Background: an optimization exercise with open tools, aiming at a short achievable clock period and few clock cycles. Do not read the settings as production practice. In this exercise RTL edits were held to simulation tests only and were not proved equivalent to the original. Power is estimated from default activity; no workload was simulated.

<file path="design.v">
`timescale 1ns/100ps
package y86_pkg;
    localparam int WORD_W = 32;                  
    localparam int INST_W = 48;                  
    localparam int REG_W  = 4;
    localparam logic [REG_W-1:0] REG_NONE = 4'hf;
    localparam logic [REG_W-1:0] REG_RSP  = 4'h4;
    typedef enum logic [3:0] {
        I_HALT   = 4'h0,
        I_NOP    = 4'h1,
        I_CMOVXX = 4'h2,
        I_IRMOVL = 4'h3,
        I_RMMOVL = 4'h4,
        I_MRMOVL = 4'h5,
        I_OPL    = 4'h6,
        I_JXX    = 4'h7,
        I_CALL   = 4'h8,
        I_RET    = 4'h9,
        I_PUSHL  = 4'ha,
        I_POPL   = 4'hb
    } icode_e;
    typedef enum logic [3:0] {
        ALU_ADD = 4'h0,
        ALU_SUB = 4'h1,
        ALU_AND = 4'h2,
        ALU_XOR = 4'h3
    } alu_fn_e;
    typedef enum logic [3:0] {
        C_ALWAYS = 4'h0,
        C_LE     = 4'h1,
        C_L      = 4'h2,
        C_E      = 4'h3,
        C_NE     = 4'h4,
        C_GE     = 4'h5,
        C_G      = 4'h6
    } cond_fn_e;
    typedef enum logic [1:0] {
        AOK = 2'd0,
        HLT = 2'd1,
        INS = 2'd2
    } stat_e;
endpackage
`timescale 1ns/100ps
`timescale 1ns/100ps
`timescale 1ns/100ps
`timescale 1ns/100ps
`timescale 1ns/100ps
`timescale 1ns/100ps
import y86_pkg::*;
module y86_core #(
    parameter int IMEM_ADDR_W = 16
) (
    input  logic                   clk,
    input  logic                   rst_n_i,
    input  logic [y86_pkg::INST_W-1:0]      imem_data_i,
    input  logic [y86_pkg::WORD_W-1:0]      dmem_rdata_i,
    input  logic [y86_pkg::REG_W-1:0]       dbg_sel_i,
    output logic [IMEM_ADDR_W-1:0] imem_addr_o,
    output logic [y86_pkg::WORD_W-1:0]      dmem_addr_o,
    output logic [y86_pkg::WORD_W-1:0]      dmem_wdata_o,
    output logic                   dmem_we_o,
    output logic                   dmem_re_o,
    output logic [IMEM_ADDR_W-1:0] pc_o,
    output logic [1:0]                  stat_o,
    output logic                   halted_o,
    output logic [y86_pkg::WORD_W-1:0]      dbg_val_o
);
    logic [15:0]       pc_q;
    logic [1:0]        stat_q;
    logic [WORD_W-1:0] regs [0:7];
    logic              zf_q, sf_q, of_q;
    logic [WORD_W-1:0] e_a;           
    logic [WORD_W-1:0] e_b;           
    logic              e_cin;         
    logic              e_logic;       
    logic              e_xor;         
    logic              e_setcc;       
    logic [WORD_W-1:0] e_wdata;       
    logic [3:0]        e_dste;        
    logic [3:0]        e_dstm;        
    logic              e_rd;
    logic              e_wr;
    logic              e_addr_b;      
    logic              e_ret;
    logic [WORD_W-1:0] e_sum;
    logic [WORD_W-1:0] e_res;
    logic              e_of;
    logic              e_zf;
    assign e_sum = e_b + e_a + {31'd0, e_cin};
    assign e_res = e_logic ? (e_xor ? (e_b ^ e_a) : (e_b & e_a)) : e_sum;
    assign e_of  = ~e_logic & (e_a[31] == e_b[31]) & (e_sum[31] != e_b[31]);
    assign e_zf  = (e_res == '0);
    assign dmem_addr_o  = e_addr_b ? e_b : e_res;
    assign dmem_wdata_o = e_wdata;
    assign dmem_we_o    = rst_n_i & e_wr;
    assign dmem_re_o    = rst_n_i & e_rd;
    logic f_zf, f_sf, f_of;
    assign f_zf = e_setcc ? e_zf     : zf_q;
    assign f_sf = e_setcc ? e_res[31] : sf_q;
    assign f_of = e_setcc ? e_of     : of_q;
    logic [47:0] inst;
    logic [3:0]  icode, ifun, ra, rb;
    logic [15:0] pc_cur;
    logic        run;
    assign inst   = imem_data_i;
    assign icode  = inst[7:4];
    assign ifun   = inst[3:0];
    assign ra     = inst[15:12];
    assign rb     = inst[11:8];
    assign pc_cur = e_ret ? dmem_rdata_i[15:0] : pc_q;
    assign run    = (stat_q == AOK);
    logic is_halt, is_nop, is_cmov, is_irm, is_rmm, is_mrm, is_op, is_jxx;
    logic is_call, is_ret, is_push, is_pop, is_inv;
    assign is_halt = (icode == I_HALT);
    assign is_nop  = (icode == I_NOP);
    assign is_cmov = (icode == I_CMOVXX);
    assign is_irm  = (icode == I_IRMOVL);
    assign is_rmm  = (icode == I_RMMOVL);
    assign is_mrm  = (icode == I_MRMOVL);
    assign is_op   = (icode == I_OPL);
    assign is_jxx  = (icode == I_JXX);
    assign is_call = (icode == I_CALL);
    assign is_ret  = (icode == I_RET);
    assign is_push = (icode == I_PUSHL);
    assign is_pop  = (icode == I_POPL);
    assign is_inv  = (icode > 4'hb);
    logic stk;
    assign stk = is_call | is_ret | is_push | is_pop;
    logic lt, cnd;
    assign lt = f_sf ^ f_of;
    always_comb begin
        case (ifun)
            C_ALWAYS: cnd = 1'b1;
            C_LE:     cnd = lt | f_zf;
            C_L:      cnd = lt;
            C_E:      cnd = f_zf;
            C_NE:     cnd = ~f_zf;
            C_GE:     cnd = ~lt;
            C_G:      cnd = ~lt & ~f_zf;
            default:  cnd = 1'b0;
        endcase
    end
    function automatic logic [WORD_W-1:0] rd_reg(input logic [3:0] s);
        if (s[3])               rd_reg = 32'd0;
        else if (e_dstm == s)   rd_reg = dmem_rdata_i;
        else if (e_dste == s)   rd_reg = e_res;
        else                    rd_reg = regs[s[2:0]];
    endfunction
    logic [WORD_W-1:0] val_a, val_b, val_c;
    assign val_a = rd_reg(ra);
    assign val_b = rd_reg(stk ? REG_RSP : rb);
    assign val_c = (is_jxx | is_call) ? inst[39:8] : inst[47:16];
    logic [15:0] pc_p1, pc_p2, pc_p5, pc_p6, next_pc;
    logic [16:0] ret_addr;
    assign pc_p1    = pc_cur + 16'd1;
    assign pc_p2    = pc_cur + 16'd2;
    assign ret_addr = {1'b0, pc_cur} + 17'd5;
    assign pc_p5    = ret_addr[15:0];
    assign pc_p6    = pc_cur + 16'd6;
    always_comb begin
        case (icode)
            I_CMOVXX, I_OPL, I_PUSHL, I_POPL: next_pc = pc_p2;
            I_IRMOVL, I_RMMOVL, I_MRMOVL:     next_pc = pc_p6;
            I_JXX:                            next_pc = cnd ? val_c[15:0] : pc_p5;
            I_CALL:                           next_pc = val_c[15:0];
            default:                          next_pc = pc_p1;
        endcase
    end
    logic [WORD_W-1:0] d_a, d_b;
    logic              d_cin, d_logic, d_xor, op_ok;
    logic [3:0]        d_dste, d_dstm;
    assign op_ok = (ifun[3:2] == 2'b00);
    always_comb begin
        d_a     = val_c;
        d_b     = '0;
        d_cin   = 1'b0;
        d_logic = 1'b0;
        d_xor   = 1'b0;
        d_dste  = REG_NONE;
        d_dstm  = REG_NONE;
        if (is_cmov) begin
            d_a    = val_a;
            d_dste = cnd ? rb : REG_NONE;
        end
        if (is_irm) begin
            d_dste = rb;
        end
        if (is_rmm | is_mrm) begin
            d_b = val_b;
        end
        if (is_mrm) begin
            d_dstm = ra;
        end
        if (is_op) begin
            d_dste = rb;
            if (op_ok) begin
                d_a     = (ifun[1:0] == 2'd1) ? ~val_a : val_a;
                d_b     = val_b;
                d_cin   = (ifun[1:0] == 2'd1);
                d_logic = ifun[1];
                d_xor   = ifun[0];
            end else begin
                d_a = '0;
            end
        end
        if (stk) begin
            d_b    = val_b;
            d_a    = (is_push | is_call) ? 32'hffff_fffc : 32'd4;
            d_dste = REG_RSP;
        end
        if (is_pop) begin
            d_dstm = ra;
        end
    end
    logic issue;
    assign issue = run & ~is_halt & ~is_inv;
    always_ff @(posedge clk) begin
        if (!rst_n_i) begin
            pc_q   <= '0;
            stat_q <= AOK;
        end else if (run) begin
            if (is_inv) begin
                stat_q <= INS;
                pc_q   <= pc_cur;
            end else if (is_halt) begin
                stat_q <= HLT;
                pc_q   <= pc_cur;
            end else begin
                pc_q   <= next_pc;
            end
        end
    end
    always_ff @(posedge clk) begin
        if (!rst_n_i || !issue) begin
            e_dste  <= REG_NONE;
            e_dstm  <= REG_NONE;
            e_rd    <= 1'b0;
            e_wr    <= 1'b0;
            e_setcc <= 1'b0;
            e_ret   <= 1'b0;
        end else begin
            e_dste  <= d_dste;
            e_dstm  <= d_dstm;
            e_rd    <= is_mrm | is_pop | is_ret;
            e_wr    <= is_rmm | is_push | is_call;
            e_setcc <= is_op;
            e_ret   <= is_ret;
        end
    end
    always_ff @(posedge clk) begin
        e_a      <= d_a;
        e_b      <= d_b;
        e_cin    <= d_cin;
        e_logic  <= d_logic;
        e_xor    <= d_xor;
        e_addr_b <= is_pop | is_ret;
        e_wdata  <= is_call ? {15'd0, ret_addr} : val_a;
    end
    always_ff @(posedge clk) begin
        if (!rst_n_i) begin
            zf_q <= 1'b1;
            sf_q <= 1'b0;
            of_q <= 1'b0;
        end else if (e_setcc) begin
            zf_q <= e_zf;
            sf_q <= e_res[31];
            of_q <= e_of;
        end
    end
    always_ff @(posedge clk) begin
        if (!rst_n_i) begin
            for (int i = 0; i < 8; i++) begin
                regs[i] <= '0;
            end
        end else begin
            if (!e_dste[3]) begin
                regs[e_dste[2:0]] <= e_res;
            end
            if (!e_dstm[3]) begin
                regs[e_dstm[2:0]] <= dmem_rdata_i;    
            end
        end
    end
    assign dbg_val_o   = dbg_sel_i[3] ? '0 : regs[dbg_sel_i[2:0]];
    assign imem_addr_o = pc_cur;
    assign pc_o        = pc_q;
    assign stat_o      = stat_q;
    assign halted_o    = (stat_q != AOK);
endmodule
</file>
<file path="run.sh">
#!/bin/bash
# synth_recipe.tcl (not shown) runs the flow's synth.tcl, then flattens the netlist and writes it again
# the make line also repeats each setting of config.mk as NAME=value (left out here)
make -C /OpenROAD-flow-scripts/flow DESIGN_CONFIG=/design/flow/config.mk WORK_HOME=/design/flow/orfs CLKGATE_MAP_FILE= SYNTH_SCRIPT=/design/flow/synth_recipe.tcl finish
</file>
<file path="config.mk">
export PLATFORM = sky130hd
export DESIGN_NAME = y86_core
export DESIGN_NICKNAME = y86_core
export VERILOG_FILES = /design/flow/design.v
export SDC_FILE = /design/flow/constraint.sdc
export NUM_CORES = 4
export LEC_CHECK = 0
export ABC_CLOCK_PERIOD_IN_PS = 3000
export CAP_MARGIN = 40
export CORE_MARGIN = 2
export CORE_UTILIZATION = 40
export SETUP_SLACK_MARGIN = 5
export SLEW_MARGIN = 40
</file>
<file path="constraint.sdc">
create_clock -name core_clock -period 12.0 [get_ports {clk}]
set_input_delay 2.4000 -clock core_clock [delete_from_list [all_inputs] [get_ports {clk}]]
set_output_delay 2.4000 -clock core_clock [all_outputs]
set_load 0.01 [all_outputs]
</file>
==> summary.md, run 1 <==
| Metric | Value |
|---|---|
| Ys async rst share | 0 |
| Overall routing resource usage | 0.335 |
| Vias post-DR | 27,200 |
| Yosys reg bits | 389 |
| Synthesized instance count | 3,012 |
| Area grow syn2layout | 16.9% |
| Final min period | 6980 ps |
| TNS Setup | 0 ps |
| Post-synth EDFFs | 256 |
| Final Setup Violations | 0 |
| Seq/Total Area, Yosys | 0.367 |
| Cell taking the most area after synthesis | edfxtp_1 |
| Leakage dissipation | 11.7 nW |
| CTS root buf | clkbuf_16 |
| Initial core utilization | 0.403 |
| CP Class | input pin to primary output |
| Initial antenna violation count | 5 |
| PD cells | 130 nW/um^2 |
| Total power draw | 4.29 mW |
| HPWL after DPL | 83.5 mm |
| Outcome | no timing/DRC/antenna violations |
| Share of cells above drive strength 1 | 0.149 |
| Yosys warns | 1 |
| Relative slew slack | 0.383 |
| Max Clk Rate | 143 MHz |
| Worst min-delay path class | flop to flop |
| Chip height | 269 um |
| Final period util | 0.582 |
| Worst Reg2Reg Path Length in Cells | 14 |
| Worst EP arrival | 4580 ps |
| VDD IR max | 0.107 mV |
| Crit. End Element | primary output |
| Area contributors post-synth | edfxtp_1, mux4_2, dfxtp_1 |
| Port bufs | 218 |
| Cts hold-fix bufs | 0 |
| Critical path startpoint | dmem_rdata_i[10] |
| Total gr overflow | 0 |
| DRT Pass-1 Iters | 7 |
| Area of the mapped netlist | 28,200 um^2 |
| Post-synth top flop | edfxtp_1 |
| Yosys top cell area share | 0.273 |
| CTS buffer count | 48 |
| Max_cap viols | 0 |
| Hold path start | stat_q[0]$_SDFFE_PN0P_ |
| Syn Nets | 3,135 |
| Average size of a mapped cell | 9.36 um^2 |
| Final antenna-violating net count | 0 |
| Post-DP Area | 31,200 um^2 |
| RSZ-0062 raised after global routing | true |
| Req. time, crit path | 9600 ps |
| H-tree lvl count | 2 |
| Cell Rows | 97 |
| CP Max Fanout | 11 |
| CP Launch Type | input pin |
| Global-route wire length before repair | 181 mm |
| Slew @ Worst Pin | 926 ps |
| GPL Wtd Cong | 0.942 |
| Most common cell after layout, fill and taps aside | nand2_1 |
| # IOs | 219 |
| FF-to-FF setup slack | 6100 ps |
| Drt drc | 0 |
| CTS tree | built |
| Largest net degree at the start of global routing | 65 |
| Min-Delay Endpoint | stat_q[0]$_SDFFE_PN0P_ |
| CTS sink cnt | 389 |
| FF-to-FF Start | e_logic$_SDFF_PN0_ |
| Design area | 32,900 um^2 |
| Post-Route WL | 126 mm |
| Clk latency of the worst-skew pair | 620 ps |
| Most frequent cells in the layout | nand2_1, o21ai_0, edfxtp_1, clkdlybuf4s50_1, nor2_1 |
| Fin nets | 3,185 |
| R2r endpoint | pc_q[12]$_SDFFE_PN0P_ |
| DIE AREA | 72,600 um^2 |
| Iter 0 DRT Violations | 3,885 |
| Fin. max-slew vios | 0 |
| Hold path depth | 2 |
| Worst Skew | 26.1 ps |
| Vias in the first global route | 26,400 |
| Netlist cell types | 88 |
| Post-CTS Setup Bufs | 0 |
| Vias per cell | 6.72 |
| Final hold violation count | 0 |
| Clk buf depth | 3 |
| Chip Width | 269 um |
| Per-cell routed wire length | 31.1 um |
| Clock Pin Slew Worst Setup and Hold Paths | 60 ps |
| Core ar. | 69,900 um^2 |
[stage by stage]
step                      utilization  std cells  hold slack, ps  setup slack (ps)
after floorplan                     -       3012             476              5510
after global placement          0.445       3946             508              4270
after detailed placement        0.446       3949             510              4230
after CTS                       0.469       4038             525              4900
after global routing            0.471       4042             549              4900
final                           0.471       4043             525              5020
[cells in the mapped netlist, types with 17 or more instances]
library cell  instances
o21ai_0             298
mux2i_1             124
o221ai_1             23
and3_1               17
ha_1                 34
nand3_1              37
nand2b_1             34
nor2b_1              31
dfxtp_1             133
a21oi_1             191
a31oi_1              45
inv_1                43
a211oi_1             47
clkbuf_1            267
nand2_1             457
a22o_1               90
a221oi_1             32
buf_1                40
nor2_1              216
o211ai_1             28
xnor2_1              59
edfxtp_1            256
mux4_2              163
mux2_2               52
nor3_1               37
[per-layer routing]
layer	up-vias	GRT usage	wire length (um)
met4	0	0.206	8340
met1	13300	0.441	47400
met2	2054	0.508	55400
li1	11400	-	-
met5	-	0	0
met3	414	0.0646	14500
[registers in the layout, indices dropped and copies added, names as in the netlist, 2 cells and up]
register  count
e_dstm        4
e_a          32
e_wdata      32
pc_q         16
e_dste        4
e_b          32
regs        256
stat_q        2
[layout make-up]
cell class	instances	area, um^2
well taps	940	1180
multi-input cells	2266	16700
diodes	2	5.00
repair buffers	312	2940
clock inverters	24	209
clock buffers	65	1340
flip-flops and latches	389	10400
inverters	45	169
fillers	6547	37000
[worst max path at each step]
stage	depth (start not counted)	slack, ps	to
after global routing	13	4900	dmem_addr_o[30]
after global placement	6	4270	dbg_val_o[14]
after detailed placement	6	4230	dbg_val_o[14]
after floorplan	5	5510	dbg_val_o[10]
final	4	5020	imem_addr_o[10]
after CTS	6	4900	dbg_val_o[14]
[what timing repair did]
action | in CTS | in global routing
setup endpoints to repair | 24 | 18
pin swaps | 0 | 1
resized for setup | 15 | 9
cloned | 0 | 1
[worst max-delay path, cell delays in order]
cell             delay (ps)
clkdlybuf4s50_1         850
mux2i_1                 600
inv_1                   200
clkdlybuf4s50_1         520
[cell families after synthesis]
kind of cell,count (synthesis),synth area share
flops,389,0.367
mux,341,0.196
compound gates,886,0.202
fa+ha+maj,37,0.0172
simple gates,930,0.147
buf+inv,357,0.0478
xor+xnor,72,0.0229
[power by group]
| part | leakage [nW] | internal (mW) | switching (mW) |
|---|---|---|---|
| clock network | 0.766 | 0.846 | 0.629 |
| logic | 7.23 | 0.474 | 0.774 |
| registers | 3.74 | 1.50 | 0.0650 |
| total | 11.7 | 2.82 | 1.47 |
Testbench counts, summed over its fixed seeds: cycles 70,576.
==> inputs of run 2 (changes only) <==
==> flow/run.sh (new file) <==
#!/bin/bash
set -euo pipefail
bash standard.sh SETUP_SLACK_MARGIN=6.5 finish > standard.log 2>&1
==> standard.sh (new file) <==
#!/bin/bash
# synth_recipe.tcl (not shown) runs the flow's synth.tcl, then flattens the netlist and writes it again
# the make line also repeats each setting of config.mk as NAME=value (left out here)
make -C /OpenROAD-flow-scripts/flow DESIGN_CONFIG=/design/flow/config.mk WORK_HOME=/design/flow/orfs CLKGATE_MAP_FILE= SYNTH_SCRIPT=/design/flow/synth_recipe.tcl "${@:-finish}"
--- a/config.mk
+++ b/config.mk
@@ -10,4 +10,3 @@
 export CORE_MARGIN = 2
 export CORE_UTILIZATION = 40
-export SETUP_SLACK_MARGIN = 5
 export SLEW_MARGIN = 40
removed: run.sh
==> summary.md, run 2 <==
| Metric | Value |
|---|---|
| Slew @ Worst Pin | 974 ps (+47.9 ps) |
| CTS buffer count | 49 (+2.1%) |
| Global-route wire length before repair | 191 mm (+5.4%) |
| Largest Register | regs |
| Crit-path slowest cell | mux4_2 |
| Final period util | 0.508 (-0.0742) |
| TNS Setup | 0 ps (unchanged) |
| Area grow syn2layout | 26.9% |
| PD cells | 130 nW/um^2 (-0.30%) |
| HPWL after DPL | 84.1 mm (+0.84%) |
| Vias post-DR | 28,500 (+4.8%) |
| Syn Nets | 3,135 (unchanged) |
| Leakage dissipation | 13.1 nW (+12%) |
| Synth top cells by count | nand2_1, o21ai_0, clkbuf_1, edfxtp_1, nor2_1 |
| Fillers | 6,368 (-2.7%) |
| CTS sink cnt | 389 (unchanged) |
| Cell Rows | 97 (unchanged) |
| Fin. max-slew vios | 0 (unchanged) |
| CP delay by family, top | multiplexers |
| # IOs | 219 (unchanged) |
| Most common cell after layout, fill and taps aside | nand2_1 |
| Req. time, crit path | 9600 ps (about the same) |
| Yosys reg bits | 389 (unchanged) |
| Clk latency of the worst-skew pair | 630 ps (about the same) |
| Crit-path cells | buf_16, buf_4, mux4_2, mux2i_4, nor2_1, buf_2 |
| Per-cell routed wire length | 32.1 um (+3.1%) |
| Fin Hold WS | 546 ps (+20.4 ps) |
| Max_cap viols | 0 (unchanged) |
| Core ar. | 69,900 um^2 (unchanged) |
| Fin nets | 3,332 (+4.6%) |
| RSZ-0062 raised after global routing | true |
| Worst Skew | 33.0 ps (+6.91 ps) |
| Overall routing resource usage | 0.356 (+0.0218) |
| Worst path bufs/invs | 3 (unchanged) |
| DP Cell Count | 3,948 (-0.025%) |
| Most frequent cells in the layout | nand2_1, o21ai_0, edfxtp_1, nor2_1, a21oi_1 |
| Post-synth top flop | edfxtp_1 |
| Post-Route WL | 134 mm (+6.9%) |
| Max Clk Rate | 164 MHz (+15%) |
| CTS root buf | clkbuf_16 |
| CP Class | input pin to primary output |
| H-tree lvl count | 2 (unchanged) |
| Final antenna-violating net count | 0 (unchanged) |
| Final non-filler cell total | 4,192 (+3.7%) |
| Post-synth EDFFs | 256 (unchanged) |
| Drt drc | 0 (unchanged) |
| Ys async rst share | 0 (unchanged) |
| DIE AREA | 72,600 um^2 (unchanged) |
| Chip height | 269 um (unchanged) |
| Slowest stage delay, CP | 520 ps (-330 ps) |
| CTS tree | built |
| Yosys top cell area share | 0.273 (unchanged) |
| Vias per cell | 6.79 (+1.1%) |
| CP Launch Type | input pin |
| Max reg flops | 256 (unchanged) |
| Clk buf depth | 3 (unchanged) |
| Crit. End Element | primary output |
| Final hold violation count | 0 (unchanged) |
| Worst min-delay path class | flop to flop |
| Port bufs | 218 (unchanged) |
| Area of the mapped netlist | 28,200 um^2 (unchanged) |
| Total gr overflow | 0 (unchanged) |
| Vias in the first global route | 27,300 (+3.4%) |
| Most frequent cell after synthesis | nand2_1 |
| Clock Pin Slew Worst Setup and Hold Paths | 60 ps (about the same) |
| Chip Width | 269 um (unchanged) |
| Share of cells above drive strength 1 | 0.260 (+0.111) |
| Initial core utilization | 0.403 (unchanged) |
| Cell taking the most area after synthesis | edfxtp_1 |
| Seq/Total Area, Yosys | 0.367 (unchanged) |
| CP Max Fanout | 6 (-5) |
| Iter 0 DRT Violations | 4,338 (+12%) |
| Final min period | 6090 ps (-891 ps) |
| Average size of a mapped cell | 9.36 um^2 (unchanged) |
| Area contributors post-synth | edfxtp_1, mux4_2, dfxtp_1 |
| Initial antenna violation count | 6 (+1) |
| DRT Pass-1 Iters | 8 (+1) |
| Outcome | no timing/DRC/antenna violations |
| VDD IR max | 0.101 mV (-6.1%) |
| Largest net degree at the start of global routing | 57 (-12%) |
| Yosys warns | 1 (unchanged) |
| Synthesized instance count | 3,012 (unchanged) |
| GPL Wtd Cong | 0.948 (+0.67%) |
| Final Setup Violations | 0 (unchanged) |
| Relative slew slack | 0.348 (-0.0343) |
| Worst EP arrival | 3690 ps (-890 ps) |
| Netlist cell types | 88 (unchanged) |
-- run 2: final cells by class --
cell class,count,area [um^2],share of cell area
clock buffers,71,1440,0.0403
flip-flops and latches,389,10400,0.290
inverters,45,169,0.00472
multi-input cells,2266,17900,0.500
repair buffers,458,4450,0.124
well taps,940,1180,0.0329
clock inverters,20,279,0.00780
diodes,3,7.51,0.000210
-- run 2: worst min-delay path, cell delays in order, from the launching register on --
cell and delay [ps]:
dfxtp_1 330, nor2_1 120, nor2_1 50
-- run 2: final timing paths --
kind                     startpoint                     end  slack (ps)  cells past startpoint
min reg2reg  stat_q[1]$_SDFFE_PN0P_  stat_q[1]$_SDFFE_PN0P_         550                      2
min          stat_q[1]$_SDFFE_PN0P_  stat_q[1]$_SDFFE_PN0P_         550                      2
max                    dbg_sel_i[0]           dbg_val_o[11]        5910                      6
max reg2reg          e_b[0]$_DFF_P_    pc_q[9]$_SDFFE_PN0P_        6610                     20
-- run 2: cells by family after synthesis --
| kind of cell | after synthesis | synth area share |
|---|---|---|
| buffers and inverters | 357 | 0.0478 |
| DFF | 389 | 0.367 |
| xor gates and xnor gates | 72 | 0.0229 |
| adders and majority gates | 37 | 0.0172 |
| AOI/OAI and AO/OA | 886 | 0.202 |
| muxes | 341 | 0.196 |
| and+or+nand+nor | 930 | 0.147 |
-- run 2: power breakdown --
group / total (mW) / switching, mW / internal, mW
clock: 1.61 / 0.645 / 0.963
sequential: 1.58 / 0.0751 / 1.51
combinational: 1.46 / 0.859 / 0.602
total: 4.65 / 1.58 / 3.07
-- run 2: routing by layer --
layer	vias up	wire, um	GRT usage
li1	11700	-	-
met1	13900	49100	0.456
met2	2321	59300	0.543
met3	527	16500	0.0852
met4	2	9530	0.226
met5	-	6	0
-- run 2: through the flow --
step                      instance area [um^2]  setup slack, ps   util  power (mW)
after floorplan                          28300             6200      -        2.26
after CTS                                35200             5930  0.503        4.55
after global routing                     35800             5880  0.512        4.76
after detailed placement                 31200             4310  0.446        2.80
final                                    35800             5910  0.512        4.65
after global placement                   31100             4350  0.445        2.79
-- run 2: repair_timing --
action,in CTS,in global routing
resized for setup,666,100
hold buffers,0,0
endpoints found under the hold margin,0,0
setup endpoints to repair,136,101
cloned,12,3
buffers inserted,109,26
pin swaps,60,58
==> inputs of run 3 (changes only) <==
--- a/design.v
+++ b/design.v
@@ -91,5 +91,7 @@
     assign e_of  = ~e_logic & (e_a[31] == e_b[31]) & (e_sum[31] != e_b[31]);
     assign e_zf  = (e_res == '0);
-    assign dmem_addr_o  = e_addr_b ? e_b : e_res;
+    logic [WORD_W-1:0] e_agu;
+    assign e_agu        = e_b + e_a;
+    assign dmem_addr_o  = e_addr_b ? e_b : e_agu;
     assign dmem_wdata_o = e_wdata;
     assign dmem_we_o    = rst_n_i & e_wr;
@@ -282,5 +284,11 @@
         end
     end
-    assign dbg_val_o   = dbg_sel_i[3] ? '0 : regs[dbg_sel_i[2:0]];
+    logic [7:0] dbg_oh;
+    always_comb begin
+        dbg_oh = '0;
+        for (int i = 0; i < 8; i++) dbg_oh[i] = (dbg_sel_i == 4'(i));
+        dbg_val_o = '0;
+        for (int i = 0; i < 8; i++) dbg_val_o = dbg_val_o | ({WORD_W{dbg_oh[i]}} & regs[i]);
+    end
     assign imem_addr_o = pc_cur;
     assign pc_o        = pc_q;
==> flow/run.sh (replaced) <==
#!/bin/bash
set -euo pipefail
bash standard.sh SETUP_SLACK_MARGIN=7 finish > standard.log 2>&1
==> summary.md, run 3 <==
| Metric | Value |
|---|---|
| Outcome | no timing/DRC/antenna violations |
| # IOs | 219 (unchanged) |
| Average size of a mapped cell | 8.84 um^2 (-5.5%) |
| VDD IR max | 0.0923 mV (-8.4%) |
| Area of the mapped netlist | 28,800 um^2 (+2.2%) |
| Relative slew slack | 0.377 (+0.0285) |
| Final hold violation count | 0 (unchanged) |
| Yosys warns | 1 (unchanged) |
| Final WS setup | 5690 ps (-222 ps) |
| Yosys reg bits | 389 (unchanged) |
| Max Clk Rate | 158 MHz (-3.5%) |
| PD cells | 121 nW/um^2 (-6.5%) |
| Vias post-DR | 31,000 (+9.1%) |
| Most common cell after layout, fill and taps aside | nand2_1 |
| Initial core utilization | 0.404 (+0.000470) |
| Port bufs | 218 (unchanged) |
| Design area | 39,300 um^2 (+9.9%) |
| Max reg flops | 256 (unchanged) |
| Largest Register | regs |
| Critical path startpoint | dbg_sel_i[3] |
| Vias per cell | 6.76 (-0.47%) |
| Crit-path slowest cell | nand4_1 |
| Core ar. | 71,400 um^2 (+2.1%) |
| DIE AREA | 74,200 um^2 (+2.2%) |
| FF-to-FF Start | e_a[0]$_SDFF_PP0_ |
| Crit-path most repeated cell | buf_12 |
| Cts hold-fix bufs | 0 (unchanged) |
| TNS Setup | 0 ps (unchanged) |
| Final min period | 6310 ps (+222 ps) |
| CTS root buf | clkbuf_16 |
| Total gr overflow | 0 (unchanged) |
| Synthesized instance count | 3,258 (+8.2%) |
| Fin. max-slew vios | 0 (unchanged) |
| CTS sink cnt | 389 (unchanged) |
| Fillers | 6,175 (-3.0%) |
| Global-route wire length before repair | 202 mm (+5.6%) |
| Cell Rows | 98 (+1.0%) |
| Hold path start | stat_q[1]$_SDFFE_PN0P_ |
| Final Setup Violations | 0 (unchanged) |
| Final period util | 0.526 (+0.0185) |
| Crit-path cells | buf_12, nand2b_4, buf_12, nor2_4, buf_12, buf_12, buf_4, a22oi_2, nand4_1, buf_2 |
| Sequential cell area | 10,400 um^2 (about the same) |
| Post-Route WL | 141 mm (+5.2%) |
| Worst Skew | 55.0 ps (+21.9 ps) |
| Fin nets | 3,730 (+12%) |
| Share of cells above drive strength 1 | 0.319 (+0.0586) |
| Iter 0 DRT Violations | 4,435 (+2.2%) |
| Slowest stage delay, CP | 280 ps (-240 ps) |
| Per-cell routed wire length | 30.8 um (-4.0%) |
| Most frequent cells in the layout | nand2_1, o21ai_0, buf_4, edfxtp_1, nor2_1 |
| Multi-input logic area | 19,800 um^2 (+11%) |
| Ys async rst share | 0 (unchanged) |
| HPWL after DPL | 85.9 mm (+2.1%) |
| CP Launch Type | input pin |
| Worst min-delay path class | flop to flop |
| Clk buf depth | 3 (unchanged) |
| Initial antenna violation count | 2 (-4) |
| GPL Wtd Cong | 0.958 (+1.0%) |
| Seq/Total Area, Yosys | 0.359 (-0.00792) |
| Clock Pin Slew Worst Setup and Hold Paths | 60 ps (about the same) |
| CP Class | input pin to primary output |
| Slew @ Worst Pin | 931 ps (-42.7 ps) |
| Post-synth EDFFs | 256 (unchanged) |
| Overall routing resource usage | 0.366 (+0.00999) |
| Worst EP arrival | 3910 ps (+220 ps) |
| Area contributors post-synth | edfxtp_1, dfxtp_1, mux4_2 |
| Synth top cells by count | nand2_1, o21ai_0, clkbuf_1, edfxtp_1, nor2_1 |
| CTS buffer count | 47 (-4.1%) |
| Syn Nets | 3,382 (+7.9%) |
| Yosys top cell area share | 0.267 (-0.00588) |
| CP Max Fanout | 7 (+1) |
| CTS tree | built |
| Netlist cell types | 105 (+19%) |
| Post-synth top flop | edfxtp_1 |
| Most frequent cell after synthesis | nand2_1 |
| Setup WS pre-CTS | 4590 ps (+283 ps) |
| Fin Hold WS | 534 ps (-11.8 ps) |
| Post-DP Area | 31,900 um^2 (+2.4%) |
| Req. time, crit path | 9600 ps (about the same) |
| Leakage dissipation | 14.1 nW (+7.8%) |
| Area grow syn2layout | 36.5% |
| RSZ-0062 raised after global routing | true |
| Clk latency of the worst-skew pair | 630 ps (about the same) |
| Chip Width | 272 um (+1.1%) |
| DRT Pass-1 Iters | 6 (-2) |
| Largest net degree at the start of global routing | 64 (+12%) |
| Cell taking the most area after synthesis | edfxtp_1 |
| Vias in the first global route | 29,900 (+9.4%) |
| Total power draw | 4.78 mW (+2.7%) |
| H-tree lvl count | 2 (unchanged) |
| Crit. End Element | primary output |
| Final antenna-violating net count | 0 (unchanged) |
| Drt drc | 0 (unchanged) |
| Max_cap viols | 0 (unchanged) |
| Chip height | 272 um (+1.1%) |
-- run 3: timing repair --
action	CTS	global route
resized for setup	965	197
setup buffers	226	83
gates cloned	19	1
endpoints found under the setup margin	186	152
pin swaps	153	156
-- run 3: logic make-up (layout without fill, tap and decap cells) --
logic type / Yosys count / count (layout) / synth area share
AO/OA/AOI/OAI: 982 / 982 / 0.218
XOR/XNOR: 102 / 102 / 0.0315
adder cells (fa/ha/maj): 38 / 38 / 0.0170
buffers and inverters: 354 / 737 / 0.0482
flip-flops: 389 / 389 / 0.359
multiplexers: 266 / 266 / 0.144
other: 0 / 1 / 0
AND/OR/NAND/NOR: 1127 / 1129 / 0.182
-- run 3: cell type report --
type	count	area share
antenna	1	0.0000637
inverter	35	0.00363
sequential	389	0.264
tap	950	0.0302
clock buffer	64	0.0323
multi-input combinational	2517	0.503
clock inverter	22	0.00608
timing repair buffer	616	0.160
-- run 3: path summary, 6_finish.rpt --
check,to,slack (ps),depth (start not counted)
min reg2reg,stat_q[1]$_SDFFE_PN0P_,530,2
max,dbg_val_o[28],5690,10
min,stat_q[1]$_SDFFE_PN0P_,530,2
max reg2reg,pc_q[11]$_SDFFE_PN0P_,6180,27
-- run 3: routing by layer --
metal	wire (um)	track usage
met3	17400	0.0830
met5	29	0
met2	61900	0.558
met4	11600	0.260
met1	50500	0.460
-- run 3: worst max-delay path, delay by kind of cell --
| kind | cells | cell delay, ps |
|---|---|---|
| AOI/OAI and AO/OA | 1 | 130 |
| buffers and inverters | 6 | 880 |
| and+or+nand+nor | 3 | 480 |
-- run 3: power breakdown --
part | leakage [nW] | switching, mW | internal (mW) | total, mW
logic | 9.65 | 1.00 | 0.746 | 1.75
clock network | 0.718 | 0.627 | 0.829 | 1.46
registers | 3.75 | 0.0711 | 1.50 | 1.57
total | 14.1 | 1.70 | 3.08 | 4.78
-- run 3: stage by stage --
step	utilization	std cells
after global routing	0.551	4593
after detailed placement	0.447	4178
after global placement	0.446	4176
after floorplan	-	3258
final	0.551	4594
after CTS	0.528	4509
Testbench counts of run 3, summed over its fixed seeds: cycles 70,576.

-- re-timing with driven ports --
No port has a modelled driver above. Below, the same layouts with a new extraction and two added sets of constraints. Step 1, drivers: a clkbuf_16 drives clk and a buf_2 each remaining input, both assumed. Step 2 moves the port delays by t, midway between the first and last clock arrival at a register: inputs arrive t later, outputs are due t later. That takes back most of the time a late clock gives input paths. Three values: no drivers, after step 1, after step 2; two values: the first two.
run	shift t [ns]	setup slack, ns	hold slack, ns	slew at the worst register clock pin (ns)
run 1	0.668	5.017 / 4.991 / 4.991	0.525 / 0.525 / 0.525	0.07 / 0.07
run 2	0.680	5.908 / 5.431 / 5.431	0.546 / 0.546 / 0.546	0.07 / 0.07
run 3	0.669	5.686 / 5.624 / 5.624	0.534 / 0.534 / 0.534	0.07 / 0.07
After both steps every run listed still meets setup and hold. For run 2, which loses most, drivers alone change the setup slack by -0.477 ns; drivers and shift together by -0.477 ns.
